This design comes from an exercise in tuning for small area on the open sky130 flow, not from production work.
RTL that was checked went through simulation tests only; none was proved equivalent to the original.
For runs 1 and 2, only the layout was checked, not whether the RTL still works.
Power figures rest on the tool's default switching activity, not on a simulated workload.

`design/flow/flow/run.sh`:
```
#!/bin/bash
# Standard layout (the standard.sh, standard synthesis unchanged) with:
#  - port buffers made from the smallest buffer cell,
#  - a clock tree of smaller clock buffers without dummy loads,
#  - gates off the critical paths downsized after global placement, before
#    the standard repair_design of the resize step.
set -e -o pipefail
export BUFFER_PORTS_ARGS="-buffer_cell sky130_fd_sc_hd__buf_1"
export CTS_ARGS="-sink_clustering_enable -repair_clock_nets -dont_use_dummy_load -buf_list {sky130_fd_sc_hd__clkbuf_2 sky130_fd_sc_hd__clkbuf_4}"
export GPL_KEEP_OVERFLOW=0
export PRE_RESIZE_TCL=$PWD/flow/pre_resize.tcl
bash standard.sh > standard.log 2>&1
```
`design/flow/flow/pre_resize.tcl`:
```
# Downsize gates with timing slack (same footprint only); repair_design in
# the resize step then fixes any slew or capacitance this leaves.
estimate_parasitics -placement
set_dont_use $::env(DONT_USE_CELLS)
report_design_area
repair_timing -recover_power 100 -match_cell_footprint -verbose
report_design_area
report_wns
```
`design/flow/standard.sh`:
```
#!/bin/bash
# synth_recipe.tcl (not shown) runs the flow's synth.tcl, then flattens the netlist and writes it again
# the make line also repeats each setting of config.mk as NAME=value (left out here)
make -C /OpenROAD-flow-scripts/flow DESIGN_CONFIG=/design/flow/config.mk WORK_HOME=/design/flow/orfs CLKGATE_MAP_FILE= SYNTH_SCRIPT=/design/flow/synth_recipe.tcl "${@:-finish}"
```
`design/flow/config.mk`:
```
export PLATFORM = sky130hd
export DESIGN_NAME = decode_stage
export DESIGN_NICKNAME = decode_stage
export VERILOG_FILES = /design/flow/design.v
export SDC_FILE = /design/flow/constraint.sdc
export NUM_CORES = 4
export LEC_CHECK = 0
export CAP_MARGIN = 20
export CORE_AREA = 5 5 295 295
export DIE_AREA = 0 0 300 300
export SLEW_MARGIN = 20
export SYNTH_HIERARCHICAL = 1
export SYNTH_MINIMUM_KEEP_SIZE = 0
```
`design/flow/constraint.sdc`:
```
create_clock -name core_clock -period 12.0 [get_ports {clk_i}]
set_input_delay 2.4000 -clock core_clock [delete_from_list [all_inputs] [get_ports {clk_i}]]
set_output_delay 2.4000 -clock core_clock [all_outputs]
set_load 0.01 [all_outputs]
```
`design/flow/design.v`:
```
package rv64_isa_pkg;
  typedef logic [63:0] xlen_t;
  typedef logic [31:0] inst_t;
  typedef logic [4:0]  reg_addr_t;
  typedef logic [6:0]  opcode_t;
  typedef logic [2:0]  funct3_t;
  typedef logic [6:0]  funct7_t;
  typedef logic [2:0]  imm_fmt_t;
  localparam opcode_t OP_IMM    = 7'b0010011;
  localparam opcode_t OP_IMM_32 = 7'b0011011;
  localparam opcode_t LOAD      = 7'b0000011;
  localparam opcode_t STORE     = 7'b0100011;
  localparam opcode_t LUI       = 7'b0110111;
  localparam opcode_t AUIPC     = 7'b0010111;
  localparam opcode_t OP        = 7'b0110011;
  localparam opcode_t OP_32     = 7'b0111011;
  localparam opcode_t JAL       = 7'b1101111;
  localparam opcode_t JALR      = 7'b1100111;
  localparam opcode_t BRANCH    = 7'b1100011;
  localparam funct7_t F7_BASE = 7'b0000000;
  localparam funct7_t F7_ALT  = 7'b0100000;
  localparam funct3_t F3_ADD_SUB = 3'b000;
  localparam funct3_t F3_SLL     = 3'b001;
  localparam funct3_t F3_SLT     = 3'b010;
  localparam funct3_t F3_SLTU    = 3'b011;
  localparam funct3_t F3_XOR     = 3'b100;
  localparam funct3_t F3_SRL_SRA = 3'b101;
  localparam funct3_t F3_OR      = 3'b110;
  localparam funct3_t F3_AND     = 3'b111;
  localparam funct3_t F3_BEQ  = 3'b000;
  localparam funct3_t F3_BNE  = 3'b001;
  localparam funct3_t F3_BLT  = 3'b100;
  localparam funct3_t F3_BGE  = 3'b101;
  localparam funct3_t F3_BLTU = 3'b110;
  localparam funct3_t F3_BGEU = 3'b111;
  localparam imm_fmt_t IMM_NONE = 3'd0;
  localparam imm_fmt_t IMM_I    = 3'd1;
  localparam imm_fmt_t IMM_U    = 3'd2;
  localparam imm_fmt_t IMM_J    = 3'd3;
  localparam imm_fmt_t IMM_B    = 3'd4;
  localparam imm_fmt_t IMM_S    = 3'd5;
endpackage
package exec_ctrl_pkg;
  typedef logic [7:0] alu_op_t;
  typedef logic [2:0] alu_sel_t;
  typedef logic [7:0] mem_mask_t;
  typedef logic [1:0] fwd_sel_t;
  typedef logic [1:0] redir_kind_t;
  localparam alu_op_t ALU_NONE = 8'd0;
  localparam alu_op_t ALU_OR   = 8'd1;
  localparam alu_op_t ALU_XOR  = 8'd2;
  localparam alu_op_t ALU_AND  = 8'd3;
  localparam alu_op_t ALU_SLL  = 8'd4;
  localparam alu_op_t ALU_SRL  = 8'd5;
  localparam alu_op_t ALU_ADD  = 8'd6;
  localparam alu_op_t ALU_SUB  = 8'd7;
  localparam alu_op_t ALU_SRA  = 8'd8;
  localparam alu_op_t ALU_SLT  = 8'd9;
  localparam alu_op_t ALU_SLTU = 8'd10;
  localparam alu_op_t ALU_SRLW = 8'd11;
  localparam alu_op_t ALU_SUBW = 8'd12;
  localparam alu_op_t ALU_ADDW = 8'd13;
  localparam alu_op_t ALU_SLLW = 8'd14;
  localparam alu_op_t ALU_SRAW = 8'd15;
  localparam alu_sel_t SEL_NONE    = 3'd0;
  localparam alu_sel_t SEL_LOGIC   = 3'd1;
  localparam alu_sel_t SEL_SHIFT   = 3'd2;
  localparam alu_sel_t SEL_COMPARE = 3'd3;
  localparam alu_sel_t SEL_ARITH   = 3'd4;
  localparam mem_mask_t MASK_BYTE   = 8'h01;
  localparam mem_mask_t MASK_HALF   = 8'h03;
  localparam mem_mask_t MASK_WORD   = 8'h0f;
  localparam mem_mask_t MASK_DOUBLE = 8'hff;
  localparam fwd_sel_t FWD_REGFILE = 2'd0;
  localparam fwd_sel_t FWD_EX      = 2'd1;
  localparam fwd_sel_t FWD_WB      = 2'd2;
  localparam fwd_sel_t FWD_MEM     = 2'd3;
  localparam redir_kind_t REDIR_NONE   = 2'd0;
  localparam redir_kind_t REDIR_SEQ    = 2'd1;
  localparam redir_kind_t REDIR_JALR   = 2'd2;
  localparam redir_kind_t REDIR_TARGET = 2'd3;
endpackage
`timescale 1ns/100ps
module inst_decoder
(
  input  rv64_isa_pkg::inst_t     inst_i,
  output rv64_isa_pkg::reg_addr_t rs1_addr_o,
  output rv64_isa_pkg::reg_addr_t rs2_addr_o,
  output logic      rs1_en_o,
  output logic      rs2_en_o,
  output logic      is_jalr_o,
  output logic      is_branch_o
);
  rv64_isa_pkg::opcode_t opcode;
  logic i_cls, r_cls, b_cls, s_cls, jalr;
  assign opcode = inst_i[6:0];
  assign i_cls = (opcode == rv64_isa_pkg::OP_IMM) || (opcode == rv64_isa_pkg::OP_IMM_32) ||
                 (opcode == rv64_isa_pkg::LOAD);
  assign r_cls = (opcode == rv64_isa_pkg::OP) || (opcode == rv64_isa_pkg::OP_32);
  assign b_cls = (opcode == rv64_isa_pkg::BRANCH);
  assign s_cls = (opcode == rv64_isa_pkg::STORE);
  assign jalr  = (opcode == rv64_isa_pkg::JALR);
  assign rs1_en_o = i_cls || r_cls || b_cls || s_cls || jalr;
  assign rs2_en_o = r_cls || b_cls || s_cls;
  assign rs1_addr_o = rs1_en_o ? inst_i[19:15] : '0;
  assign rs2_addr_o = rs2_en_o ? inst_i[24:20] : '0;
  assign is_jalr_o   = jalr;
  assign is_branch_o = b_cls;
endmodule
`timescale 1ns/100ps
module ao21_bit
(
  input  logic a, b, c,
  output logic y
);
  assign y = (a & b) | c;
endmodule
module ao221_bit
(
  input  logic a, b, c, d, e,
  output logic y
);
  assign y = (a & b) | (c & d) | e;
endmodule
module imm_gen
(
  input  logic [31:7]          ir_i,
  input  rv64_isa_pkg::xlen_t  rs2_val_i,
  input  logic                 i_fmt_i,
  input  logic                 u_fmt_i,
  input  logic                 s_fmt_i,
  input  logic                 rs2_sel_i,
  input  logic                 link_i,
  output rv64_isa_pkg::xlen_t  op2_o
);
  logic is_fmt, sgn, sgn_is;
  assign is_fmt = i_fmt_i || s_fmt_i;
  assign sgn    = (is_fmt || u_fmt_i) && ir_i[31];
  assign sgn_is = is_fmt && ir_i[31];
  for (genvar i = 32; i < 64; i++) begin : g_hi
    ao21_bit u (.a (rs2_sel_i), .b (rs2_val_i[i]), .c (sgn), .y (op2_o[i]));
  end
  for (genvar i = 12; i < 32; i++) begin : g_mid
    ao221_bit u (.a (rs2_sel_i), .b (rs2_val_i[i]), .c (u_fmt_i), .d (ir_i[i]), .e (sgn_is),
                 .y (op2_o[i]));
  end
  always_comb begin
    op2_o[11]   = (rs2_sel_i && rs2_val_i[11]) || sgn_is;
    op2_o[10:5] = ({6{rs2_sel_i}} & rs2_val_i[10:5]) | ({6{is_fmt}} & ir_i[30:25]);
    op2_o[4:0]  = ({5{rs2_sel_i}} & rs2_val_i[4:0]) | ({5{i_fmt_i}} & ir_i[24:20]) |
                  ({5{s_fmt_i}} & ir_i[11:7]) | {2'b0, link_i, 2'b0};
  end
endmodule
`timescale 1ns/100ps
module fwd_bit
(
  input  logic a, b, c, d, e,
  input  logic sa, sb, sc, sd, se,
  output logic y
);
  assign y = (sa & a) | (sb & b) | (sc & c) | (sd & d) | (se & e);
endmodule
module operand_forward
(
  input  rv64_isa_pkg::xlen_t    regfile_data_i,
  input  rv64_isa_pkg::xlen_t    ex_data_i,
  input  rv64_isa_pkg::xlen_t    mem_data_i,
  input  rv64_isa_pkg::xlen_t    wb_data_i,
  input  rv64_isa_pkg::xlen_t    load_data_i,
  input  exec_ctrl_pkg::fwd_sel_t fwd_sel_i,
  input  logic     load_fwd_i,
  output rv64_isa_pkg::xlen_t    operand_o
);
  logic s_ld, s_rf, s_ex, s_wb, s_mem;
  assign s_ld  = load_fwd_i;
  assign s_rf  = !load_fwd_i && (fwd_sel_i == exec_ctrl_pkg::FWD_REGFILE);
  assign s_ex  = !load_fwd_i && (fwd_sel_i == exec_ctrl_pkg::FWD_EX);
  assign s_wb  = !load_fwd_i && (fwd_sel_i == exec_ctrl_pkg::FWD_WB);
  assign s_mem = !load_fwd_i && (fwd_sel_i == exec_ctrl_pkg::FWD_MEM);
  for (genvar i = 0; i < 64; i++) begin : g_bit
    fwd_bit u_bit (
      .a (load_data_i[i]), .b (regfile_data_i[i]), .c (ex_data_i[i]),
      .d (wb_data_i[i]),   .e (mem_data_i[i]),
      .sa (s_ld), .sb (s_rf), .sc (s_ex), .sd (s_wb), .se (s_mem),
      .y (operand_o[i])
    );
  end
endmodule
`timescale 1ns/100ps
module cmp4
(
  input  logic [3:0] a, b,
  output logic en, ln
);
  logic [3:0] e, l;
  assign e  = ~(a ^ b);
  assign l  = ~a & b;
  assign en = !(&e);
  assign ln = !(l[3] | (e[3] & l[2]) | (e[3] & e[2] & l[1]) | (e[3] & e[2] & e[1] & l[0]));
endmodule
module cmp_node_n
(
  input  logic eh, lh, el, ll,
  output logic en, ln
);
  assign en = !(eh && el);
  assign ln = !(lh || (eh && ll));
endmodule
module cmp_node_p
(
  input  logic ehn, lhn, eln, lln,
  output logic e, l
);
  assign e = !(ehn || eln);
  assign l = !(lhn && (ehn || lln));
endmodule
module cmp64
(
  input  rv64_isa_pkg::xlen_t a_i,
  input  rv64_isa_pkg::xlen_t b_i,
  output logic eq_n_o,
  output logic ltu_n_o
);
  logic [15:0] e2, l2;
  logic [7:0]  e3, l3;
  logic [3:0]  e4, l4;
  logic [1:0]  e5, l5;
  for (genvar i = 0; i < 16; i++) begin : g_l2
    cmp4 u (.a (a_i[4*i+3:4*i]), .b (b_i[4*i+3:4*i]), .en (e2[i]), .ln (l2[i]));
  end
  for (genvar i = 0; i < 8; i++) begin : g_l3
    cmp_node_p u (.ehn (e2[2*i+1]), .lhn (l2[2*i+1]), .eln (e2[2*i]), .lln (l2[2*i]), .e (e3[i]), .l (l3[i]));
  end
  for (genvar i = 0; i < 4; i++) begin : g_l4
    cmp_node_n u (.eh (e3[2*i+1]), .lh (l3[2*i+1]), .el (e3[2*i]), .ll (l3[2*i]), .en (e4[i]), .ln (l4[i]));
  end
  for (genvar i = 0; i < 2; i++) begin : g_l5
    cmp_node_p u (.ehn (e4[2*i+1]), .lhn (l4[2*i+1]), .eln (e4[2*i]), .lln (l4[2*i]), .e (e5[i]), .l (l5[i]));
  end
  cmp_node_n u_l6 (.eh (e5[1]), .lh (l5[1]), .el (e5[0]), .ll (l5[0]), .en (eq_n_o), .ln (ltu_n_o));
endmodule
module amux_bit
(
  input  logic j, r, g, p,
  output logic y
);
  assign y = (j & r) | (g & p);
endmodule
module ahi_bit
(
  input  logic j, r, g, p, s,
  output logic a, ax
);
  assign a  = (j & r) | (g & p);
  assign ax = a ^ s;
endmodule
module shi_bit
(
  input  logic a, bp, l,
  output logic y
);
  assign y = a ^ (bp & l);
endmodule
module add_lo
(
  input  logic [12:0] a_i,
  input  logic [12:0] b_i,
  output logic [12:0] s_o,
  output logic        c_o
);
  logic [12:0] p, g;
  logic [13:0] c;
  logic [2:0]  bg, bpp;
  assign p = a_i ^ b_i;
  assign g = a_i & b_i;
  for (genvar k = 0; k < 3; k++) begin : g_blk
    assign bg[k]  = g[4*k+3] | (p[4*k+3] & g[4*k+2]) | (p[4*k+3] & p[4*k+2] & g[4*k+1]) |
                    (p[4*k+3] & p[4*k+2] & p[4*k+1] & g[4*k]);
    assign bpp[k] = &p[4*k+3:4*k];
  end
  assign c[0]  = 1'b0;
  assign c[4]  = bg[0];
  assign c[8]  = bg[1] | (bpp[1] & bg[0]);
  assign c[12] = bg[2] | (bpp[2] & bg[1]) | (bpp[2] & bpp[1] & bg[0]);
  assign c[13] = g[12] | (p[12] & c[12]);
  for (genvar i = 0; i < 13; i++) begin : g_sum
    if (i % 4 != 0) begin : g_rip
      assign c[i] = g[i-1] | (p[i-1] & c[i-1]);
    end
    assign s_o[i] = p[i] ^ c[i];
  end
  assign c_o = c[13];
endmodule
module rpc_bit
(
  input  logic en, x,
  output logic y
);
  assign y = en & x;
endmodule
module branch_resolve
(
  input  rv64_isa_pkg::xlen_t   pc_i,
  input  rv64_isa_pkg::xlen_t   rs1_val_i,
  input  rv64_isa_pkg::xlen_t   rs2_val_i,
  input  rv64_isa_pkg::inst_t   inst_i,
  input  logic    is_branch_i,
  input  logic    is_jalr_i,
  input  logic    predict_taken_i,
  output logic    redirect_o,
  output rv64_isa_pkg::xlen_t   redirect_pc_o
);
  rv64_isa_pkg::funct3_t f3;
  logic eq_n, ltu_n, lt, cmp, taken, go_pc, jn, tgt, j, s, c13, cx;
  rv64_isa_pkg::xlen_t sum;
  logic [12:0] a_lo, b_lo, s_lo;
  logic [50:0] a_hi, ax_hi, l_hi, s_hi;
  logic [6:0]  grp, bp;
  assign f3 = inst_i[14:12];
  cmp64 u_cmp (.a_i (rs1_val_i), .b_i (rs2_val_i), .eq_n_o (eq_n), .ltu_n_o (ltu_n));
  assign lt    = !ltu_n ^ (!f3[1] && (rs1_val_i[63] ^ rs2_val_i[63]));
  assign cmp   = f3[2] ? lt : !eq_n;
  assign taken = is_branch_i && (f3[2] || !f3[1]) && (cmp ^ f3[0]);
  assign j          = is_jalr_i;
  assign redirect_o = j || (predict_taken_i ^ taken);
  assign go_pc      = !j && (predict_taken_i ^ taken);
  assign jn         = !j;
  assign tgt        = !j && !predict_taken_i;
  assign b_lo = ({13{j}} & {inst_i[31], inst_i[31:20]}) |
                ({13{tgt}} & {inst_i[31], inst_i[7], inst_i[30:25], inst_i[11:8], 1'b0}) |
                {10'b0, jn && predict_taken_i, 2'b0};
  assign s = (j || tgt) && inst_i[31];
  for (genvar i = 0; i < 13; i++) begin : g_alo
    amux_bit u (.j (j), .r (rs1_val_i[i]), .g (jn), .p (pc_i[i]), .y (a_lo[i]));
  end
  add_lo u_add_lo (.a_i (a_lo), .b_i (b_lo), .s_o (s_lo), .c_o (c13));
  for (genvar i = 0; i < 51; i++) begin : g_ahi
    ahi_bit u (.j (j), .r (rs1_val_i[13+i]), .g (jn), .p (pc_i[13+i]), .s (s),
               .a (a_hi[i]), .ax (ax_hi[i]));
  end
  for (genvar i = 0; i < 51; i++) begin : g_lhi
    if (i % 8 == 0) begin : g_first
      assign l_hi[i] = 1'b1;
    end else begin : g_next
      assign l_hi[i] = l_hi[i-1] & ax_hi[i-1];
    end
  end
  for (genvar k = 0; k < 7; k++) begin : g_grp
    if (k < 6) begin : g_full
      assign grp[k] = l_hi[8*k+7] & ax_hi[8*k+7];
    end else begin : g_last
      assign grp[k] = 1'b0;
    end
  end
  assign cx = c13 ^ s;
  assign bp[0] = cx;
  for (genvar k = 1; k < 7; k++) begin : g_bp
    assign bp[k] = bp[k-1] & grp[k-1];
  end
  for (genvar i = 0; i < 51; i++) begin : g_shi
    shi_bit u (.a (a_hi[i]), .bp (bp[i/8]), .l (l_hi[i]), .y (s_hi[i]));
  end
  assign sum = {s_hi, s_lo};
  for (genvar i = 0; i < 64; i++) begin : g_rpc
    rpc_bit u (.en ((i == 0) ? go_pc : redirect_o), .x (sum[i]), .y (redirect_pc_o[i]));
  end
endmodule
`timescale 1ns/100ps
module and_bit
(
  input  logic a, b,
  output logic y
);
  assign y = a & b;
endmodule
module ao22_bit
(
  input  logic a, b, c, d,
  output logic y
);
  assign y = (a & b) | (c & d);
endmodule
module alu_dec
(
  input  logic [31:2]              ir_i,
  input  logic                     ok_i,
  output exec_ctrl_pkg::alu_op_t   alu_op_o,
  output exec_ctrl_pkg::alu_sel_t  alu_sel_o
);
  logic [4:0] o;
  logic [2:0] f;
  logic f7z, base, a64, a32, sub, sra, addc, lui;
  logic f000, f001, f010, f011, f100, f101, f110, f111;
  logic c_logic, c_shift, c_cmp, c_arith;
  logic [3:0] alu;
  assign o = ir_i[6:2];
  assign f = ir_i[14:12];
  assign f7z  = !ir_i[31] && !(|ir_i[29:25]);
  assign base = ok_i && !o[4] && o[2] && !o[0] && (!o[3] || f7z);
  assign a64  = base && !o[1];
  assign a32  = base && o[1];
  assign sub  = o[3] && ir_i[30];
  assign sra  = ir_i[30];
  assign addc = ok_i && ((o == 5'b00000) || (o == 5'b01000) || (o == 5'b00101) ||
                         (o == 5'b11011) || (o == 5'b11001));
  assign lui  = ok_i && (o == 5'b01101);
  assign f000 = (f == 3'b000);
  assign f001 = (f == 3'b001);
  assign f010 = (f == 3'b010);
  assign f011 = (f == 3'b011);
  assign f100 = (f == 3'b100);
  assign f101 = (f == 3'b101);
  assign f110 = (f == 3'b110);
  assign f111 = (f == 3'b111);
  assign alu[0] = (a64 && ((f000 && sub) || f010 || (f101 && !sra) || f110 || f111)) ||
                  (a32 && ((f000 && !sub) || f101)) || lui;
  assign alu[1] = (a64 && (f000 || f011 || f100 || f111)) || (a32 && (f001 || f101)) || addc;
  assign alu[2] = (a64 && (f000 || f001 || (f101 && !sra))) ||
                  (a32 && (f000 || f001 || (f101 && sra))) || addc;
  assign alu[3] = (a64 && (f010 || f011 || (f101 && sra))) || (a32 && (f000 || f001 || f101));
  assign alu_op_o = {4'b0, alu};
  assign c_logic = (a64 && (f100 || f110 || f111)) || lui;
  assign c_shift = (a64 || a32) && (f001 || f101);
  assign c_cmp   = a64 && (f010 || f011);
  assign c_arith = ((a64 || a32) && f000) || addc;
  assign alu_sel_o = {c_arith, c_shift || c_cmp, c_logic || c_cmp};
endmodule
module ex_operand_latch
(
  input  rv64_isa_pkg::xlen_t     pc_q,
  input  rv64_isa_pkg::xlen_t     rs1_q,
  input  rv64_isa_pkg::xlen_t     rs2_q,
  input  logic [31:2]             ir_q,
  input  logic                    ok_q,
  output exec_ctrl_pkg::alu_op_t   ex_alu_op_o,
  output exec_ctrl_pkg::alu_sel_t  ex_alu_sel_o,
  output rv64_isa_pkg::xlen_t     ex_rs1_data_o,
  output rv64_isa_pkg::xlen_t     ex_rs2_data_o,
  output rv64_isa_pkg::reg_addr_t ex_wb_addr_o,
  output logic      ex_wb_en_o,
  output logic      ex_mem_r_en_o,
  output logic      ex_mem_w_en_o,
  output exec_ctrl_pkg::mem_mask_t ex_mem_mask_o,
  output logic      ex_mem_signed_o,
  output rv64_isa_pkg::xlen_t     ex_store_data_o
);
  logic [4:0] op;
  logic [2:0] f3;
  logic op_imm, op_imm32, load, store, lui, auipc, op_r, op_r32, jal, jalr;
  logic i_cls, u_cls, r_cls;
  assign op = ir_q[6:2];
  assign f3 = ir_q[14:12];
  assign op_imm   = ok_q && (op == 5'b00100);
  assign op_imm32 = ok_q && (op == 5'b00110);
  assign load     = ok_q && (op == 5'b00000);
  assign store    = ok_q && (op == 5'b01000);
  assign lui      = ok_q && (op == 5'b01101);
  assign auipc    = ok_q && (op == 5'b00101);
  assign op_r     = ok_q && (op == 5'b01100);
  assign op_r32   = ok_q && (op == 5'b01110);
  assign jal      = ok_q && (op == 5'b11011);
  assign jalr     = ok_q && (op == 5'b11001);
  assign i_cls   = op_imm || op_imm32 || load;
  assign u_cls   = lui || auipc;
  assign r_cls   = op_r || op_r32;
  alu_dec i_alu_dec (.ir_i (ir_q), .ok_i (ok_q), .alu_op_o (ex_alu_op_o), .alu_sel_o (ex_alu_sel_o));
  assign ex_wb_en_o    = i_cls || u_cls || r_cls || jal || jalr;
  assign ex_mem_r_en_o = load;
  assign ex_mem_w_en_o = store;
  assign ex_wb_addr_o    = ex_wb_en_o ? ir_q[11:7] : 5'b0;
  assign ex_mem_signed_o = !(load && f3[2]);
  always_comb begin
    ex_mem_mask_o = '0;
    if (load || store) begin
      case (f3[1:0])
        2'b00: ex_mem_mask_o = exec_ctrl_pkg::MASK_BYTE;
        2'b01: ex_mem_mask_o = exec_ctrl_pkg::MASK_HALF;
        2'b10: ex_mem_mask_o = exec_ctrl_pkg::MASK_WORD;
        2'b11: ex_mem_mask_o = exec_ctrl_pkg::MASK_DOUBLE;
      endcase
    end
  end
  logic st_b, st_h, st_w, st_d;
  assign st_b = store;
  assign st_h = store && (f3[1:0] != 2'b00);
  assign st_w = store && f3[1];
  assign st_d = store && (f3[1:0] == 2'b11);
  for (genvar i = 0; i < 64; i++) begin : g_st
    and_bit u (.a ((i < 8) ? st_b : (i < 16) ? st_h : (i < 32) ? st_w : st_d), .b (rs2_q[i]),
               .y (ex_store_data_o[i]));
  end
  logic op1_rs1, op1_pc;
  assign op1_rs1 = i_cls || r_cls || store || (ok_q && op == 5'b11000);
  assign op1_pc  = jal || jalr || auipc;
  for (genvar i = 0; i < 64; i++) begin : g_op1
    ao22_bit u (.a (op1_rs1), .b (rs1_q[i]), .c (op1_pc), .d (pc_q[i]), .y (ex_rs1_data_o[i]));
  end
  imm_gen i_imm_gen (
    .ir_i      (ir_q[31:7]),
    .rs2_val_i (rs2_q),
    .i_fmt_i   (i_cls),
    .u_fmt_i   (u_cls),
    .s_fmt_i   (store),
    .rs2_sel_i (r_cls || (ok_q && op == 5'b11000)),
    .link_i    (jal || jalr),
    .op2_o     (ex_rs2_data_o)
  );
endmodule
`timescale 1ns/100ps
module decode_stage
(
  input  logic      clk_i,
  input  logic      reset_i,
  input  rv64_isa_pkg::xlen_t     pc_i,
  input  rv64_isa_pkg::inst_t     inst_i,
  input  logic      predict_taken_i,
  input  rv64_isa_pkg::xlen_t     rs1_data_i,
  input  rv64_isa_pkg::xlen_t     rs2_data_i,
  input  rv64_isa_pkg::xlen_t     ex_data_i,
  input  rv64_isa_pkg::xlen_t     mem_data_i,
  input  rv64_isa_pkg::xlen_t     wb_data_i,
  input  rv64_isa_pkg::xlen_t     load_data_i,
  input  exec_ctrl_pkg::fwd_sel_t  rs1_fwd_sel_i,
  input  exec_ctrl_pkg::fwd_sel_t  rs2_fwd_sel_i,
  input  logic      rs1_load_fwd_i,
  input  logic      rs2_load_fwd_i,
  output rv64_isa_pkg::reg_addr_t rs1_addr_o,
  output rv64_isa_pkg::reg_addr_t rs2_addr_o,
  output logic      rs1_r_en_o,
  output logic      rs2_r_en_o,
  output logic      redirect_o,
  output rv64_isa_pkg::xlen_t     redirect_pc_o,
  output exec_ctrl_pkg::alu_op_t   ex_alu_op_o,
  output exec_ctrl_pkg::alu_sel_t  ex_alu_sel_o,
  output rv64_isa_pkg::xlen_t     ex_rs1_data_o,
  output rv64_isa_pkg::xlen_t     ex_rs2_data_o,
  output rv64_isa_pkg::xlen_t     ex_pc_o,
  output rv64_isa_pkg::reg_addr_t ex_wb_addr_o,
  output logic      ex_wb_en_o,
  output logic      ex_mem_r_en_o,
  output logic      ex_mem_w_en_o,
  output exec_ctrl_pkg::mem_mask_t ex_mem_mask_o,
  output logic      ex_mem_signed_o,
  output rv64_isa_pkg::xlen_t     ex_store_data_o
);
  rv64_isa_pkg::xlen_t rs1_val, rs2_val;
  logic is_jalr, is_branch;
  rv64_isa_pkg::xlen_t pc_q, rs1_q, rs2_q;
  logic [31:2] ir_q;
  logic        ok_q;
  always_ff @(posedge clk_i) begin
    pc_q  <= pc_i;
    rs1_q <= rs1_val;
    rs2_q <= rs2_val;
    ir_q  <= inst_i[31:2];
  end
  always_ff @(posedge clk_i) begin
    ok_q <= !reset_i && inst_i[1] && inst_i[0];
  end
  assign ex_pc_o = pc_q;
  inst_decoder i_inst_decoder (
    .inst_i,
    .rs1_addr_o, .rs2_addr_o,
    .rs1_en_o    (rs1_r_en_o), .rs2_en_o (rs2_r_en_o),
    .is_jalr_o   (is_jalr),    .is_branch_o (is_branch)
  );
  operand_forward i_rs1_forward (
    .regfile_data_i (rs1_data_i),
    .ex_data_i, .mem_data_i, .wb_data_i, .load_data_i,
    .fwd_sel_i      (rs1_fwd_sel_i),
    .load_fwd_i     (rs1_load_fwd_i),
    .operand_o      (rs1_val)
  );
  operand_forward i_rs2_forward (
    .regfile_data_i (rs2_data_i),
    .ex_data_i, .mem_data_i, .wb_data_i, .load_data_i,
    .fwd_sel_i      (rs2_fwd_sel_i),
    .load_fwd_i     (rs2_load_fwd_i),
    .operand_o      (rs2_val)
  );
  branch_resolve i_branch_resolve (
    .pc_i,
    .rs1_val_i   (rs1_val),   .rs2_val_i   (rs2_val),
    .inst_i,
    .is_branch_i (is_branch), .is_jalr_i (is_jalr),
    .predict_taken_i,
    .redirect_o,
    .redirect_pc_o
  );
  ex_operand_latch i_ex_operand_latch (
    .pc_q, .rs1_q, .rs2_q, .ir_q, .ok_q,
    .ex_alu_op_o, .ex_alu_sel_o, .ex_rs1_data_o, .ex_rs2_data_o,
    .ex_wb_addr_o, .ex_wb_en_o, .ex_mem_r_en_o, .ex_mem_w_en_o,
    .ex_mem_mask_o, .ex_mem_signed_o, .ex_store_data_o
  );
endmodule
```
==> impl_results.rst, run 1 <==
.. list-table::
   :header-rows: 1

   * - Metric
     - Value
   * - Result of the run
     - finished clean
   * - Number of warning messages in the yosys log
     - 9
   * - Routability congestion estimate
     - 0.9234
   * - Unrepaired setup endpoints after global routing
     - no
   * - Total count of hold-check failures in the final report
     - 0
   * - CTS tree
     - yes
   * - Total of hold buffers inserted after clock tree synthesis
     - 0
   * - Final setup fails
     - 0
   * - Wire length of the first global-routing pass
     - 136.9 mm
   * - Total global routing track utilization
     - 0.2080
   * - I/O pin count
     - 850
   * - PortBufs
     - about 850
   * - Crit path capture
     - redirect_pc_o[63]
   * - Core area
     - between 0.08 and 0.09 mm²
   * - # Max-Cap Violations
     - 0
   * - Total placed cells including tap cells
     - between 3000 and 4000
   * - Antenna violations before repair
     - approximately 40
   * - Total overflow reported by the global router
     - 0
   * - Drt drc
     - 0
   * - Seq. cell area
     - 0.004464 mm²
   * - Headroom to the max-slew limit
     - 0.2650
   * - DRT iter0 DRCs
     - 2464
   * - F_max
     - 90.85 MHz
   * - Post-cts sizing count
     - 0
   * - Final cell count without fillers
     - 3690
   * - Number of nets still failing antenna checks after routing
     - 0
   * - Die ar.
     - 0.09000 mm²
   * - Post CTS Setup Buffer Count
     - 0
   * - Vias post-DR
     - 18910
   * - Number of buffers on the longest clock path
     - 3
   * - Pins Over Slew Limit
     - 0
   * - Horizontal extent of the die
     - around 300 µm
   * - Layout Area Growth over Synthesis
     - 40.64%
   * - Critical path data arrival time
     - 8610 ps
   * - FP Rows
     - 106
   * - Launch point of the critical path
     - rs1_load_fwd_i
   * - Data required time of the worst path
     - 9600 ps
   * - Sort of element at the start of the critical path
     - input port
   * - Total Routed Length
     - between 90 and 100 mm
   * - Leakage power of the design
     - 0.008326 µW
   * - Slew at the pin closest to its max-slew limit
     - 1102 ps
   * - Syn Area/Cell
     - 8.961 µm²
   * - Root buf cell
     - sky130_fd_sc_hd__clkbuf_4
   * - Combined area of the multi-input logic cells
     - 0.009570 mm²
   * - Type of the tightest min-delay check
     - in -> reg
   * - First-pass DRT Iterations
     - 15
   * - Aggregate negative setup slack
     - 0 ps
   * - Crit-path max FO
     - 29
   * - Estimated wirelength of the detail-placed design
     - 83.66 mm
   * - Post-layout min period
     - 11010 ps
   * - Type of the worst setup path
     - in -> out
   * - Number of nets in the finished design
     - around 3200
   * - Clock tree sinks
     - approximately 220
   * - Type of destination of the critical path
     - primary output
   * - Vias per cell
     - about 5
   * - CTS buffer count
     - 74
   * - Clock-pin slew on the worst setup and hold paths
     - 60 ps
   * - Layout cells sized above 1
     - 0.07240
   * - Die boundary height
     - roughly 300 µm
   * - Initial standard-cell utilization of the core
     - 0.1727
   * - Area of the mapped netlist
     - between 0.01 and 0.015 mm²
   * - Number of global-route vias before repair
     - 18620
   * - Htree depth
     - 3
   * - Per-cell routed wire length
     - approximately 27 µm
   * - Ratio of final minimum period to clock period
     - 0.9173
   * - Power Dens Cells
     - roughly 100 mW/mm²
   * - Layout fillers
     - 9355
   * - Synthesized instance count
     - 1610
   * - Peak ir drop on the vdd network
     - approximately 62 µV
   * - Pin count of the biggest net entering global routing
     - 47
power by group:
part	switching (µW)	internal, µW
clock network	347	277
logic	347	213
registers	49.5	805
total	744	1300
worst max-delay path, cell delays in order:
cell and delay (ps):
sky130_fd_sc_hd__buf_2 240, sky130_fd_sc_hd__buf_12 240, sky130_fd_sc_hd__nor3b_2 720, sky130_fd_sc_hd__buf_4 330
sky130_fd_sc_hd__buf_4 230, sky130_fd_sc_hd__buf_4 240, sky130_fd_sc_hd__buf_4 230, sky130_fd_sc_hd__a222oi_1 100
sky130_fd_sc_hd__nand2_1 200, sky130_fd_sc_hd__a22o_1 250, sky130_fd_sc_hd__ha_1 260, sky130_fd_sc_hd__a211o_1 300
sky130_fd_sc_hd__o211ai_2 90, sky130_fd_sc_hd__nand3b_1 110, sky130_fd_sc_hd__o21ai_2 140, sky130_fd_sc_hd__fa_1 190
sky130_fd_sc_hd__inv_1 50, sky130_fd_sc_hd__and3b_4 300, sky130_fd_sc_hd__o2111ai_4 190, sky130_fd_sc_hd__nor4_4 840
sky130_fd_sc_hd__and3_1 360, sky130_fd_sc_hd__nand2_1 90, sky130_fd_sc_hd__xnor2_1 120, sky130_fd_sc_hd__and2_1 130
sky130_fd_sc_hd__buf_1 160
worst min-delay path by stage:
stage                    start               end  slack [ps]  cells after the start
finish                pc_i[20]  pc_q[20]$_DFF_P_        1740                      1
global route          pc_i[22]  pc_q[22]$_DFF_P_        1620                      1
CTS                   pc_i[22]  pc_q[22]$_DFF_P_        1610                      1
detailed placement    pc_i[55]  pc_q[55]$_DFF_P_        2520                      1
global placement    inst_i[29]  ir_q[29]$_DFF_P_        2520                      1
floorplan           inst_i[10]  ir_q[10]$_DFF_P_        2430                      0
metrics by stage:
step | instance area, µm² | hold WS, ps | setup slack, ps | total power [µW] | util
floorplan | 14460 | 2428 | 355.6 | 1137 | -
global placement | 18850 | 2520 | -9673 | 1416 | 0.2256
detailed placement | 19670 | 2523 | 1004 | 1426 | 0.2354
CTS | 20220 | 1605 | 1002 | 2070 | 0.2420
global route | 20270 | 1625 | 711.0 | 2159 | 0.2426
finish | 20290 | 1739 | 992.3 | 2039 | 0.2428
sequential cells by signal (all words and copies together) (netlist names):
register  cells
ir_q         30
rs1_q        64
ok_q          1
pc_q         64
rs2_q        64
final cells by class:
| class | count | area share |
|---|---|---|
| diodes | 27 | 0.003330 |
| inverters | 91 | 0.01696 |
| multi-input cells | 1286 | 0.4717 |
| flip-flops and latches | 223 | 0.2200 |
| well taps | 1080 | 0.06660 |
| repair buffers | 909 | 0.1941 |
| clock buffers | 74 | 0.02738 |
per-layer routing:
layer	global-route usage	part of all wire
met1	0.2540	0.39
met2	0.3380	0.45
met3	0.06268	0.11
met4	0.09368	0.053
met5	0	0.0016
layout by cell type (no fill, tap or decap), types with 4 or more instances in the layout:
master,count
sky130_fd_sc_hd__nor3_1,4
sky130_fd_sc_hd__nand3_1,8
sky130_fd_sc_hd__and3_2,4
sky130_fd_sc_hd__o21ai_0,12
sky130_fd_sc_hd__dfxtp_1,223
sky130_fd_sc_hd__o21a_1,16
sky130_fd_sc_hd__buf_12,13
sky130_fd_sc_hd__buf_16,6
sky130_fd_sc_hd__and4_1,4
sky130_fd_sc_hd__a222oi_1,132
sky130_fd_sc_hd__a21o_1,35
sky130_fd_sc_hd__o21ai_1,10
sky130_fd_sc_hd__a22oi_1,129
sky130_fd_sc_hd__nand4_1,17
sky130_fd_sc_hd__nor3b_2,4
sky130_fd_sc_hd__clkbuf_4,74
sky130_fd_sc_hd__ha_1,76
sky130_fd_sc_hd__xnor2_1,55
sky130_fd_sc_hd__buf_1,843
sky130_fd_sc_hd__a21oi_1,41
sky130_fd_sc_hd__and3_1,14
sky130_fd_sc_hd__a21oi_2,7
sky130_fd_sc_hd__buf_4,45
sky130_fd_sc_hd__inv_1,89
sky130_fd_sc_hd__nor2_1,32
sky130_fd_sc_hd__a221o_1,20
sky130_fd_sc_hd__nor2b_1,6
sky130_fd_sc_hd__nand2b_1,4
sky130_fd_sc_hd__and2_0,17
sky130_fd_sc_hd__and2_1,143
sky130_fd_sc_hd__xor2_1,52
sky130_fd_sc_hd__nand2_1,229
sky130_fd_sc_hd__fa_1,9
sky130_fd_sc_hd__conb_1,11
sky130_fd_sc_hd__a22o_1,135
sky130_fd_sc_hd__diode_2,27
==> run 2: changes to the inputs <==
--- a/design/flow/flow/run.sh
+++ b/design/flow/flow/run.sh
@@ -6,7 +6,8 @@
 #    the standard repair_design of the resize step.
 set -e -o pipefail
 export BUFFER_PORTS_ARGS="-buffer_cell sky130_fd_sc_hd__buf_1"
-export CTS_ARGS="-sink_clustering_enable -repair_clock_nets -dont_use_dummy_load -buf_list {sky130_fd_sc_hd__clkbuf_2 sky130_fd_sc_hd__clkbuf_4}"
+export CTS_ARGS="-sink_clustering_enable -repair_clock_nets -dont_use_dummy_load -sink_clustering_size 10 -sink_clustering_max_diameter 50 -buf_list {sky130_fd_sc_hd__clkbuf_2 sky130_fd_sc_hd__clkbuf_4}"
 export GPL_KEEP_OVERFLOW=0
+export PLACE_PINS_ARGS="-min_distance 1 -min_distance_in_tracks"
 export PRE_RESIZE_TCL=$PWD/flow/pre_resize.tcl
 bash standard.sh > standard.log 2>&1
--- a/design/flow/config.mk
+++ b/design/flow/config.mk
@@ -6,8 +6,8 @@
 export NUM_CORES = 4
 export LEC_CHECK = 0
 export CAP_MARGIN = 20
-export CORE_AREA = 5 5 295 295
-export DIE_AREA = 0 0 300 300
+export CORE_AREA = 5 5 215 215
+export DIE_AREA = 0 0 220 220
 export SLEW_MARGIN = 20
 export SYNTH_HIERARCHICAL = 1
 export SYNTH_MINIMUM_KEEP_SIZE = 0
==> run 2 against run 1 <==
  * Worst hold slack better by 97 ps
  * Design area is 4.3% lower
  * Die area is 46% lower
  * Synthesized cell count stayed put
  * Critical path type unchanged
  * Maximum frequency is 1.9% higher
  * Largest cell class unchanged
  * Via count is 0.32% lower
  * Still clean on timing, DRC and antenna
  * Sequential power is 2% lower
==> impl_results.rst, run 2 <==
.. list-table::
   :header-rows: 1

   * - Metric
     - Value
   * - Final core area utilization
     - 0.4418
   * - Total global routing track utilization
     - 0.3162
   * - Estimated wirelength of the detail-placed design
     - between 60 and 70 mm
   * - Share of total power consumed by net switching
     - 0.3590
   * - Pins Over Slew Limit
     - 0
   * - Leading cell type in the layout, fill and taps excluded
     - sky130_fd_sc_hd__buf_1
   * - Final design instance area without fill
     - 0.01941 mm²
   * - Die boundary height
     - 220 µm
   * - Type of the worst setup path
     - in -> out
   * - Routability congestion estimate
     - roughly 0.96
   * - Vias post-DR
     - 18850
   * - Slew at the pin closest to its max-slew limit
     - approximately 980 ps
   * - Largest registers
     - pc_q (64), rs1_q (64), rs2_q (64)
   * - Die ar.
     - 0.04840 mm²
   * - Total of hold buffers inserted after clock tree synthesis
     - 0
   * - Number of nets still failing antenna checks after routing
     - 0
   * - # Max-Cap Violations
     - 0
   * - Data required time of the worst path
     - 9600 ps
   * - Number of nets in the finished design
     - 3116
   * - Drt drc
     - 0
   * - Post-cts sizing count
     - 0
   * - Critical path buffers and inverters
     - 7
   * - CTS buffer count
     - 35
   * - F_max
     - 92.60 MHz
   * - Final setup fails
     - 0
   * - Area of the mapped netlist
     - between 0.01 and 0.015 mm²
   * - Cell-by-cell trace of the critical path
     - buf_2 -> nor3_2 -> buf_4 -> buf_4 -> buf_4 -> buf_4 -> a22oi_1 -> nand2_1 -> a22o_1 -> ha_1 -> a211o_1 -> o211ai_2 -> nand3b_1 -> o21ai_2 -> fa_1 -> inv_1 -> and3b_4 -> o2111ai_4 -> nor4_4 -> and3_1 -> nand2_1 -> xnor2_1 -> and2_1 -> buf_1
   * - Ratio of final minimum period to clock period
     - 0.8999
   * - Critical path data arrival time
     - 8400 ps
   * - PortBufs
     - 845
   * - Unrepaired setup endpoints after global routing
     - no
   * - Syn Area/Cell
     - 8.961 µm²
   * - Most frequent cell on the critical path
     - sky130_fd_sc_hd__buf_4
   * - Synthesized instance count
     - approximately 1600
   * - Placed instance area
     - 0.01908 mm²
   * - Sequential Power Share
     - 0.468
   * - Clock-pin slew on the worst setup and hold paths
     - 110 ps
   * - Post CTS Setup Buffer Count
     - 0
   * - Type of destination of the critical path
     - primary output
   * - Layout Area Growth over Synthesis
     - 34.52%
   * - Total overflow reported by the global router
     - 0
   * - Layout cells sized above 1
     - 0.05709
   * - Sort of element at the start of the critical path
     - input port
   * - Power Dens Cells
     - 92.57 mW/mm²
   * - Peak ir drop on the vdd network
     - 49.22 µV
   * - Antenna violations before repair
     - 21
   * - Type of the tightest min-delay check
     - in -> reg
   * - Power share of the clock group
     - 0.232
   * - First-pass DRT Iterations
     - 14
   * - Post-layout min period
     - 10800 ps
   * - Number of buffers on the longest clock path
     - 3
   * - Total Routed Length
     - 81.85 mm
   * - Total count of hold-check failures in the final report
     - 0
   * - Delay of the slowest cell on the worst path
     - 850 ps
   * - Final total power
     - 1797 µW
   * - Number of warning messages in the yosys log
     - 9
   * - I/O pin count
     - between 800 and 900
   * - Post-Place Worst Slack
     - 1369 ps
   * - Crit-path max FO
     - 22
   * - Cell with the biggest individual delay on the critical path
     - sky130_fd_sc_hd__nor3_2
   * - Leakage power of the design
     - 0.008144 µW
   * - Number of global-route vias before repair
     - approximately 19000
   * - Crit path max-delay family
     - simple AND/OR/NAND/NOR gates
   * - Core area
     - 0.04393 mm²
   * - Power dissipated by switching net loads
     - 645.0 µW
   * - DRT iter0 DRCs
     - 2614
   * - Min setup slack post-route
     - about 1200 ps
   * - Initial standard-cell utilization of the core
     - 0.3284
   * - Top library cells by usage in the layout, fill and taps aside
     - sky130_fd_sc_hd__buf_1 (843), sky130_fd_sc_hd__nand2_1 (229), sky130_fd_sc_hd__dfxtp_1 (223)
   * - Aggregate negative setup slack
     - 0 ps
   * - Share of total power in combinational logic
     - 0.300
   * - Pin count of the biggest net entering global routing
     - 65
   * - Clock tree sinks
     - approximately 220
   * - Htree depth
     - 2
   * - Result of the run
     - finished clean
   * - Vias per cell
     - 5.970
   * - Per-cell routed wire length
     - roughly 26 µm
   * - CTS tree
     - yes
   * - Layout fillers
     - 4591
   * - Root buf cell
     - sky130_fd_sc_hd__clkbuf_4
   * - Internal portion of total power
     - 1152 µW
   * - Wire length of the first global-routing pass
     - 115.7 mm
   * - Horizontal extent of the die
     - 220 µm
   * - FP Rows
     - 77
   * - Headroom to the max-slew limit
     - 0.3495
-- run 2: area by class of cell --
type	count	area [µm²]	share of cell area
multi-input cells	1286	9569	0.4930
repair buffers	905	3963	0.2042
well taps	592	740.7	0.03816
diodes	26	65.06	0.003352
flip-flops and latches	223	4464	0.2300
inverters	91	344.1	0.01773
clock buffers	35	262.8	0.01354
-- run 2: worst paths after layout --
path | from | to | slack [ps] | cells past startpoint
setup / recovery | rs1_load_fwd_i | redirect_pc_o[63] | 1200 | 24
hold / removal | pc_i[57] | pc_q[57]$_DFF_P_ | 1840 | 1
-- run 2: power by group through the flow --
stage               combinational (µW)  sequential [µW]  clock (µW)
floorplan                          290              847           0
global placement                   507              857           0
detailed placement                 525              857           0
CTS                                528              841         431
global route                       590              847         459
finish                             539              841         417
-- run 2: per-layer routing --
layer  wire length (µm)  GRT usage
met3               7998    0.09150
met5                  0   0.003125
met2              37730     0.5075
met4               7654     0.2436
met1              28460     0.3521
-- run 2: metrics by stage --
step | hold WS (ps) | std cells
finish | 1836 | 3158
global placement | 2517 | 3037
CTS | 1752 | 3132
global route | 1756 | 3153
floorplan | 2428 | 1619
detailed placement | 2520 | 3097
==> run 3: changes to the inputs <==
--- a/design/flow/design.v
+++ b/design/flow/design.v
@@ -108,24 +108,24 @@
   assign is_branch_o = b_cls;
 endmodule
 `timescale 1ns/100ps
-module ao21_bit
+module oai21_bit
 (
-  input  logic a, b, c,
+  input  logic an, bn, cn,
   output logic y
 );
-  assign y = (a & b) | c;
+  assign y = !((an | bn) & cn);
 endmodule
 module ao221_bit
 (
-  input  logic a, b, c, d, e,
+  input  logic a, bn, c, d, e,
   output logic y
 );
-  assign y = (a & b) | (c & d) | e;
+  assign y = (a & !bn) | (c & d) | e;
 endmodule
 module imm_gen
 (
   input  logic [31:7]          ir_i,
-  input  rv64_isa_pkg::xlen_t  rs2_val_i,
+  input  rv64_isa_pkg::xlen_t  rs2_val_n_i,
   input  logic                 i_fmt_i,
   input  logic                 u_fmt_i,
   input  logic                 s_fmt_i,
@@ -138,16 +138,16 @@
   assign sgn    = (is_fmt || u_fmt_i) && ir_i[31];
   assign sgn_is = is_fmt && ir_i[31];
   for (genvar i = 32; i < 64; i++) begin : g_hi
-    ao21_bit u (.a (rs2_sel_i), .b (rs2_val_i[i]), .c (sgn), .y (op2_o[i]));
+    oai21_bit u (.an (!rs2_sel_i), .bn (rs2_val_n_i[i]), .cn (!sgn), .y (op2_o[i]));
   end
   for (genvar i = 12; i < 32; i++) begin : g_mid
-    ao221_bit u (.a (rs2_sel_i), .b (rs2_val_i[i]), .c (u_fmt_i), .d (ir_i[i]), .e (sgn_is),
+    ao221_bit u (.a (rs2_sel_i), .bn (rs2_val_n_i[i]), .c (u_fmt_i), .d (ir_i[i]), .e (sgn_is),
                  .y (op2_o[i]));
   end
   always_comb begin
-    op2_o[11]   = (rs2_sel_i && rs2_val_i[11]) || sgn_is;
-    op2_o[10:5] = ({6{rs2_sel_i}} & rs2_val_i[10:5]) | ({6{is_fmt}} & ir_i[30:25]);
-    op2_o[4:0]  = ({5{rs2_sel_i}} & rs2_val_i[4:0]) | ({5{i_fmt_i}} & ir_i[24:20]) |
+    op2_o[11]   = (rs2_sel_i && !rs2_val_n_i[11]) || sgn_is;
+    op2_o[10:5] = ({6{rs2_sel_i}} & ~rs2_val_n_i[10:5]) | ({6{is_fmt}} & ir_i[30:25]);
+    op2_o[4:0]  = ({5{rs2_sel_i}} & ~rs2_val_n_i[4:0]) | ({5{i_fmt_i}} & ir_i[24:20]) |
                   ({5{s_fmt_i}} & ir_i[11:7]) | {2'b0, link_i, 2'b0};
   end
 endmodule
@@ -160,7 +160,17 @@
 );
   assign y = (sa & a) | (sb & b) | (sc & c) | (sd & d) | (se & e);
 endmodule
-module operand_forward
+module fwd_bit_n
+(
+  input  logic a, b, c, d, e,
+  input  logic sa, sb, sc, sd, se,
+  output logic y
+);
+  assign y = !((sa & a) | (sb & b) | (sc & c) | (sd & d) | (se & e));
+endmodule
+module operand_forward #(
+  parameter bit INV = 1'b0
+)
 (
   input  rv64_isa_pkg::xlen_t    regfile_data_i,
   input  rv64_isa_pkg::xlen_t    ex_data_i,
@@ -178,23 +188,43 @@
   assign s_wb  = !load_fwd_i && (fwd_sel_i == exec_ctrl_pkg::FWD_WB);
   assign s_mem = !load_fwd_i && (fwd_sel_i == exec_ctrl_pkg::FWD_MEM);
   for (genvar i = 0; i < 64; i++) begin : g_bit
-    fwd_bit u_bit (
-      .a (load_data_i[i]), .b (regfile_data_i[i]), .c (ex_data_i[i]),
-      .d (wb_data_i[i]),   .e (mem_data_i[i]),
-      .sa (s_ld), .sb (s_rf), .sc (s_ex), .sd (s_wb), .se (s_mem),
-      .y (operand_o[i])
-    );
+    if (INV) begin : g_n
+      fwd_bit_n u_bit (
+        .a (load_data_i[i]), .b (regfile_data_i[i]), .c (ex_data_i[i]),
+        .d (wb_data_i[i]),   .e (mem_data_i[i]),
+        .sa (s_ld), .sb (s_rf), .sc (s_ex), .sd (s_wb), .se (s_mem),
+        .y (operand_o[i])
+      );
+    end else begin : g_p
+      fwd_bit u_bit (
+        .a (load_data_i[i]), .b (regfile_data_i[i]), .c (ex_data_i[i]),
+        .d (wb_data_i[i]),   .e (mem_data_i[i]),
+        .sa (s_ld), .sb (s_rf), .sc (s_ex), .sd (s_wb), .se (s_mem),
+        .y (operand_o[i])
+      );
+    end
   end
 endmodule
 `timescale 1ns/100ps
+module cmp_leaf_e
+(
+  input  logic a, bn,
+  output logic e
+);
+  assign e = a ^ bn;
+endmodule
+module cmp_leaf_l
+(
+  input  logic a, bn,
+  output logic l
+);
+  assign l = !(a | bn);
+endmodule
 module cmp4
 (
-  input  logic [3:0] a, b,
+  input  logic [3:0] e, l,
   output logic en, ln
 );
-  logic [3:0] e, l;
-  assign e  = ~(a ^ b);
-  assign l  = ~a & b;
   assign en = !(&e);
   assign ln = !(l[3] | (e[3] & l[2]) | (e[3] & e[2] & l[1]) | (e[3] & e[2] & e[1] & l[0]));
 endmodule
@@ -217,7 +247,7 @@
 module cmp64
 (
   input  rv64_isa_pkg::xlen_t a_i,
-  input  rv64_isa_pkg::xlen_t b_i,
+  input  rv64_isa_pkg::xlen_t bn_i,
   output logic eq_n_o,
   output logic ltu_n_o
 );
@@ -225,8 +255,13 @@
   logic [7:0]  e3, l3;
   logic [3:0]  e4, l4;
   logic [1:0]  e5, l5;
+  logic [63:0] e0, l0;
+  for (genvar i = 0; i < 64; i++) begin : g_leaf
+    cmp_leaf_e u_e (.a (a_i[i]), .bn (bn_i[i]), .e (e0[i]));
+    cmp_leaf_l u_l (.a (a_i[i]), .bn (bn_i[i]), .l (l0[i]));
+  end
   for (genvar i = 0; i < 16; i++) begin : g_l2
-    cmp4 u (.a (a_i[4*i+3:4*i]), .b (b_i[4*i+3:4*i]), .en (e2[i]), .ln (l2[i]));
+    cmp4 u (.e (e0[4*i+3:4*i]), .l (l0[4*i+3:4*i]), .en (e2[i]), .ln (l2[i]));
   end
   for (genvar i = 0; i < 8; i++) begin : g_l3
     cmp_node_p u (.ehn (e2[2*i+1]), .lhn (l2[2*i+1]), .eln (e2[2*i]), .lln (l2[2*i]), .e (e3[i]), .l (l3[i]));
@@ -257,9 +292,16 @@
 module shi_bit
 (
   input  logic a, bp, l,
+  output logic yn
+);
+  assign yn = a ^ !(bp & l);
+endmodule
+module nor_gate
+(
+  input  logic an, bn,
   output logic y
 );
-  assign y = a ^ (bp & l);
+  assign y = !(an | bn);
 endmodule
 module add_lo
 (
@@ -302,7 +344,7 @@
 (
   input  rv64_isa_pkg::xlen_t   pc_i,
   input  rv64_isa_pkg::xlen_t   rs1_val_i,
-  input  rv64_isa_pkg::xlen_t   rs2_val_i,
+  input  rv64_isa_pkg::xlen_t   rs2_val_n_i,
   input  rv64_isa_pkg::inst_t   inst_i,
   input  logic    is_branch_i,
   input  logic    is_jalr_i,
@@ -312,18 +354,19 @@
 );
   rv64_isa_pkg::funct3_t f3;
   logic eq_n, ltu_n, lt, cmp, taken, go_pc, jn, tgt, j, s, c13, cx;
-  rv64_isa_pkg::xlen_t sum;
   logic [12:0] a_lo, b_lo, s_lo;
-  logic [50:0] a_hi, ax_hi, l_hi, s_hi;
+  logic [50:0] a_hi, ax_hi, l_hi, s_hi_n;
+  logic redirect_n;
   logic [6:0]  grp, bp;
   assign f3 = inst_i[14:12];
-  cmp64 u_cmp (.a_i (rs1_val_i), .b_i (rs2_val_i), .eq_n_o (eq_n), .ltu_n_o (ltu_n));
-  assign lt    = !ltu_n ^ (!f3[1] && (rs1_val_i[63] ^ rs2_val_i[63]));
+  cmp64 u_cmp (.a_i (rs1_val_i), .bn_i (rs2_val_n_i), .eq_n_o (eq_n), .ltu_n_o (ltu_n));
+  assign lt    = !ltu_n ^ (!f3[1] && !(rs1_val_i[63] ^ rs2_val_n_i[63]));
   assign cmp   = f3[2] ? lt : !eq_n;
   assign taken = is_branch_i && (f3[2] || !f3[1]) && (cmp ^ f3[0]);
   assign j          = is_jalr_i;
   assign redirect_o = j || (predict_taken_i ^ taken);
   assign go_pc      = !j && (predict_taken_i ^ taken);
+  assign redirect_n = !redirect_o;
   assign jn         = !j;
   assign tgt        = !j && !predict_taken_i;
   assign b_lo = ({13{j}} & {inst_i[31], inst_i[31:20]}) |
@@ -358,20 +401,20 @@
     assign bp[k] = bp[k-1] & grp[k-1];
   end
   for (genvar i = 0; i < 51; i++) begin : g_shi
-    shi_bit u (.a (a_hi[i]), .bp (bp[i/8]), .l (l_hi[i]), .y (s_hi[i]));
+    shi_bit u (.a (a_hi[i]), .bp (bp[i/8]), .l (l_hi[i]), .yn (s_hi_n[i]));
+    nor_gate u_o (.an (redirect_n), .bn (s_hi_n[i]), .y (redirect_pc_o[13+i]));
   end
-  assign sum = {s_hi, s_lo};
-  for (genvar i = 0; i < 64; i++) begin : g_rpc
-    rpc_bit u (.en ((i == 0) ? go_pc : redirect_o), .x (sum[i]), .y (redirect_pc_o[i]));
+  for (genvar i = 0; i < 13; i++) begin : g_rpc
+    rpc_bit u (.en ((i == 0) ? go_pc : redirect_o), .x (s_lo[i]), .y (redirect_pc_o[i]));
   end
 endmodule
 `timescale 1ns/100ps
-module and_bit
+module nor_bit
 (
-  input  logic a, b,
+  input  logic an, bn,
   output logic y
 );
-  assign y = a & b;
+  assign y = !(an | bn);
 endmodule
 module ao22_bit
 (
@@ -429,7 +472,7 @@
 (
   input  rv64_isa_pkg::xlen_t     pc_q,
   input  rv64_isa_pkg::xlen_t     rs1_q,
-  input  rv64_isa_pkg::xlen_t     rs2_q,
+  input  rv64_isa_pkg::xlen_t     rs2_qn,
   input  logic [31:2]             ir_q,
   input  logic                    ok_q,
   output exec_ctrl_pkg::alu_op_t   ex_alu_op_o,
@@ -486,7 +529,7 @@
   assign st_w = store && f3[1];
   assign st_d = store && (f3[1:0] == 2'b11);
   for (genvar i = 0; i < 64; i++) begin : g_st
-    and_bit u (.a ((i < 8) ? st_b : (i < 16) ? st_h : (i < 32) ? st_w : st_d), .b (rs2_q[i]),
+    nor_bit u (.an ((i < 8) ? !st_b : (i < 16) ? !st_h : (i < 32) ? !st_w : !st_d), .bn (rs2_qn[i]),
                .y (ex_store_data_o[i]));
   end
   logic op1_rs1, op1_pc;
@@ -497,7 +540,7 @@
   end
   imm_gen i_imm_gen (
     .ir_i      (ir_q[31:7]),
-    .rs2_val_i (rs2_q),
+    .rs2_val_n_i (rs2_qn),
     .i_fmt_i   (i_cls),
     .u_fmt_i   (u_cls),
     .s_fmt_i   (store),
@@ -543,15 +586,15 @@
   output logic      ex_mem_signed_o,
   output rv64_isa_pkg::xlen_t     ex_store_data_o
 );
-  rv64_isa_pkg::xlen_t rs1_val, rs2_val;
+  rv64_isa_pkg::xlen_t rs1_val, rs2_val_n;
   logic is_jalr, is_branch;
-  rv64_isa_pkg::xlen_t pc_q, rs1_q, rs2_q;
+  rv64_isa_pkg::xlen_t pc_q, rs1_q, rs2_qn;
   logic [31:2] ir_q;
   logic        ok_q;
   always_ff @(posedge clk_i) begin
     pc_q  <= pc_i;
     rs1_q <= rs1_val;
-    rs2_q <= rs2_val;
+    rs2_qn <= rs2_val_n;
     ir_q  <= inst_i[31:2];
   end
   always_ff @(posedge clk_i) begin
@@ -571,16 +614,16 @@
     .load_fwd_i     (rs1_load_fwd_i),
     .operand_o      (rs1_val)
   );
-  operand_forward i_rs2_forward (
+  operand_forward #(.INV (1'b1)) i_rs2_forward (
     .regfile_data_i (rs2_data_i),
     .ex_data_i, .mem_data_i, .wb_data_i, .load_data_i,
     .fwd_sel_i      (rs2_fwd_sel_i),
     .load_fwd_i     (rs2_load_fwd_i),
-    .operand_o      (rs2_val)
+    .operand_o      (rs2_val_n)
   );
   branch_resolve i_branch_resolve (
     .pc_i,
-    .rs1_val_i   (rs1_val),   .rs2_val_i   (rs2_val),
+    .rs1_val_i   (rs1_val),   .rs2_val_n_i (rs2_val_n),
     .inst_i,
     .is_branch_i (is_branch), .is_jalr_i (is_jalr),
     .predict_taken_i,
@@ -588,7 +631,7 @@
     .redirect_pc_o
   );
   ex_operand_latch i_ex_operand_latch (
-    .pc_q, .rs1_q, .rs2_q, .ir_q, .ok_q,
+    .pc_q, .rs1_q, .rs2_qn, .ir_q, .ok_q,
     .ex_alu_op_o, .ex_alu_sel_o, .ex_rs1_data_o, .ex_rs2_data_o,
     .ex_wb_addr_o, .ex_wb_en_o, .ex_mem_r_en_o, .ex_mem_w_en_o,
     .ex_mem_mask_o, .ex_mem_signed_o, .ex_store_data_o
--- a/design/flow/flow/run.sh
+++ b/design/flow/flow/run.sh
@@ -6,7 +6,7 @@
 #    the standard repair_design of the resize step.
 set -e -o pipefail
 export BUFFER_PORTS_ARGS="-buffer_cell sky130_fd_sc_hd__buf_1"
-export CTS_ARGS="-sink_clustering_enable -repair_clock_nets -dont_use_dummy_load -sink_clustering_size 10 -sink_clustering_max_diameter 50 -buf_list {sky130_fd_sc_hd__clkbuf_2 sky130_fd_sc_hd__clkbuf_4}"
+export CTS_ARGS="-sink_clustering_enable -repair_clock_nets -dont_use_dummy_load -sink_clustering_size 8 -sink_clustering_max_diameter 40 -buf_list {sky130_fd_sc_hd__clkbuf_2 sky130_fd_sc_hd__clkbuf_4}"
 export GPL_KEEP_OVERFLOW=0
 export PLACE_PINS_ARGS="-min_distance 1 -min_distance_in_tracks"
 export PRE_RESIZE_TCL=$PWD/flow/pre_resize.tcl
==> run 3 against run 2 <==
  * Still clean
  * First-iteration DRC count grew 8.0%
  * Utilization shrank 0.50 points
  * Die area is the same
  * Via count grew 2.8%
  * Power grew 5.6%
  * Combinational power grew 3.9%
  * Non-clock buffer count shrank 14
  * Critical path depth shrank 2
  * Clock power grew 18%
  * Design area shrank 1.1%
  * Flip-flop and latch count is the same
  * Maximum frequency grew 2.2%
  * Critical path type unchanged
==> impl_results.rst, run 3 <==
.. list-table::
   :header-rows: 1

   * - Metric
     - Value
   * - Result of the run
     - finished clean
   * - Antenna violations before repair
     - 16
   * - Number of buffers on the longest clock path
     - 3
   * - Sort of element at the start of the critical path
     - input port
   * - Power Dens Cells
     - 98.84 mW/mm²
   * - Number of global-route vias before repair
     - 18970
   * - Worst hold path depth
     - 1
   * - Total Routed Length
     - between 80 and 90 mm
   * - Per-cell routed wire length
     - 25.94 µm
   * - Number of nets in the finished design
     - about 3100
   * - First-pass DRT Iterations
     - 14
   * - Layout Area Growth over Synthesis
     - 36.37%
   * - Post-cts sizing count
     - 0
   * - Layout cells sized above 1
     - 0.05309
   * - Headroom to the max-slew limit
     - 0.3207
   * - Pin count of the biggest net entering global routing
     - 40
   * - Largest registers
     - pc_q (64), rs1_q (64), rs2_qn (64)
   * - Root buf cell
     - sky130_fd_sc_hd__clkbuf_4
   * - Die boundary height
     - ~220 µm
   * - Post-layout min period
     - between 10000 and 15000 ps
   * - Post CTS Setup Buffer Count
     - 0
   * - Leading cell type in the layout, fill and taps excluded
     - sky130_fd_sc_hd__buf_1
   * - Aggregate negative setup slack
     - 0 ps
   * - Wire length of the first global-routing pass
     - 118.8 mm
   * - Number of nets still failing antenna checks after routing
     - 0
   * - Slew at the pin closest to its max-slew limit
     - 1019 ps
   * - Type of the worst setup path
     - in -> out
   * - Vias per cell
     - about 6.0
   * - Total global routing track utilization
     - 0.3234
   * - Data required time of the worst path
     - 9600 ps
   * - Estimated wirelength of the detail-placed design
     - around 65 mm
   * - Cell with the biggest individual delay on the critical path
     - sky130_fd_sc_hd__nor3b_4
   * - Synthesized instance count
     - around 1700
   * - Placed instance area
     - 0.01876 mm²
   * - Area of the mapped netlist
     - 0.01407 mm²
   * - DRT iter0 DRCs
     - roughly 2800
   * - Crit-path max FO
     - 26
   * - Die ar.
     - 0.04840 mm²
   * - Final setup fails
     - 0
   * - Top library cells by usage in the layout, fill and taps aside
     - sky130_fd_sc_hd__buf_1 (843), sky130_fd_sc_hd__nand2_1 (290), sky130_fd_sc_hd__dfxtp_1 (223)
   * - Routability congestion estimate
     - just under 1
   * - F_max
     - around 95 MHz
   * - Critical path buffers and inverters
     - 7
   * - # Max-Cap Violations
     - 0
   * - Leakage power of the design
     - 0.007451 µW
   * - Core area
     - roughly 0.044 mm²
   * - Peak ir drop on the vdd network
     - 49.27 µV
   * - Total of hold buffers inserted after clock tree synthesis
     - 0
   * - Total overflow reported by the global router
     - 0
   * - Vias post-DR
     - 19380
   * - Final total power
     - 1897 µW
   * - Drt drc
     - 0
   * - Horizontal extent of the die
     - approximately 220 µm
   * - PortBufs
     - roughly 850
   * - Unrepaired setup endpoints after global routing
     - no
   * - Type of the tightest min-delay check
     - in -> reg
   * - Critical path data arrival time
     - approximately 8200 ps
   * - Final core area utilization
     - 0.4368
   * - CTS buffer count
     - 50
   * - FP Rows
     - 77
   * - Clock-pin slew on the worst setup and hold paths
     - 90 ps
   * - Final design instance area without fill
     - 0.01919 mm²
   * - Htree depth
     - 2
   * - Initial standard-cell utilization of the core
     - 0.3203
   * - CTS tree
     - yes
   * - Crit path max-delay family
     - simple AND/OR/NAND/NOR gates
   * - Type of destination of the critical path
     - primary output
   * - Most frequent cell on the critical path
     - sky130_fd_sc_hd__buf_8
   * - Total count of hold-check failures in the final report
     - 0
   * - Delay of the slowest cell on the worst path
     - 740 ps
   * - Worst Hold Launch
     - pc_i[30]
   * - Pins Over Slew Limit
     - 0
   * - Ratio of final minimum period to clock period
     - 0.8807
   * - Hold-critical path endpoint
     - pc_q[30]$_DFF_P_
   * - Clock tree sinks
     - 223
   * - I/O pin count
     - 850
   * - Cell-by-cell trace of the critical path
     - buf_2 -> buf_12 -> nor3b_4 -> buf_8 -> buf_8 -> buf_8 -> nand2_1 -> and3_1 -> xor2_1 -> nand4_1 -> nor2_1 -> nand2_1 -> nor2_1 -> a21oi_2 -> or3b_1 -> mux2_4 -> a21oi_1 -> nand4b_4 -> mux2i_4 -> buf_8 -> nor2_1 -> buf_1
   * - Number of warning messages in the yosys log
     - 9
   * - Syn Area/Cell
     - 8.342 µm²
run 3: per-layer routing:
| layer | GRT usage | vias to the layer above | routed length (µm) |
|---|---|---|---|
| li1 | - | 8263 | - |
| met5 | 0.01875 | - | 118 |
| met2 | 0.5059 | 1618 | 37940 |
| met4 | 0.2671 | 4 | 8252 |
| met3 | 0.09369 | 541 | 8669 |
| met1 | 0.3624 | 8955 | 28800 |
run 3: per-stage QoR:
stage / hold slack, ps / std cells / setup slack [ps]
after floorplan: 2428 / 1696 / 783.9
after global placement: 2522 / 3114 / -6960
after detailed placement: 2519 / 3160 / 1491
after CTS: 1638 / 3210 / 1501
after global routing: 1683 / 3226 / 1178
final: 1742 / 3230 / 1432
run 3: final cells by class:
type | count | area, µm²
inverters | 41 | 156.4
well taps | 592 | 740.7
repair buffers | 891 | 3989
clock buffers | 50 | 375.4
diodes | 20 | 50.05
flip-flops and latches | 223 | 4464
fillers | 4692 | 24740
multi-input cells | 1413 | 9414
run 3: how the worst max path moves through the flow:
stage	start	endpoint	slack, ps	cells past startpoint
floorplan	rs1_load_fwd_i	redirect_pc_o[13]	780	16
global placement	rs1_load_fwd_i	redirect_pc_o[43]	-6960	17
detailed placement	rs2_load_fwd_i	redirect_pc_o[56]	1490	22
CTS	rs2_load_fwd_i	redirect_pc_o[56]	1500	22
global route	rs2_load_fwd_i	redirect_pc_o[44]	1180	22
finish	rs2_load_fwd_i	redirect_pc_o[44]	1430	22
run 3: power by group:
group          total, µW  internal (µW)  switching (µW)  leakage [µW]
Clock                493            188             305      0.000230
Sequential           843            804            38.9       0.00188
Combinational        560            210             350       0.00534

## re-timing with driven ports
Ports are ideal in the flow. The routed layouts listed here were re-timed in OpenROAD.
Step 1: set_driving_cell puts a clkbuf_16 on clk_i and a buf_2 on each other input, an assumption about the parent block.
Step 2, shift: input delay + t, output delay - t, t = (earliest + latest rising clock arrival at the registers) / 2. This alone moves slack from input paths to output paths.
a / b / c = no drivers / after step 1 / after step 2; a / b = the first two.
run	t, ns	slack for setup (ns)	worst hold slack (ns)	worst slew at a driven data input, ns	pins driven straight from the clock port
run 1	0.810	0.992 / 0.966 / 0.966	1.739 / 1.712 / 2.522	0.23	1
run 2	0.706	1.201 / 1.180 / 1.180	1.836 / 1.819 / 2.525	0.17	1
run 3	0.796	1.432 / 1.411 / 1.411	1.742 / 1.740 / 2.536	0.12	1
After both steps every run listed still meets setup and hold. The setup slack of run 1, which loses most, moves by -0.026 ns with the drivers and by -0.026 ns with both steps.
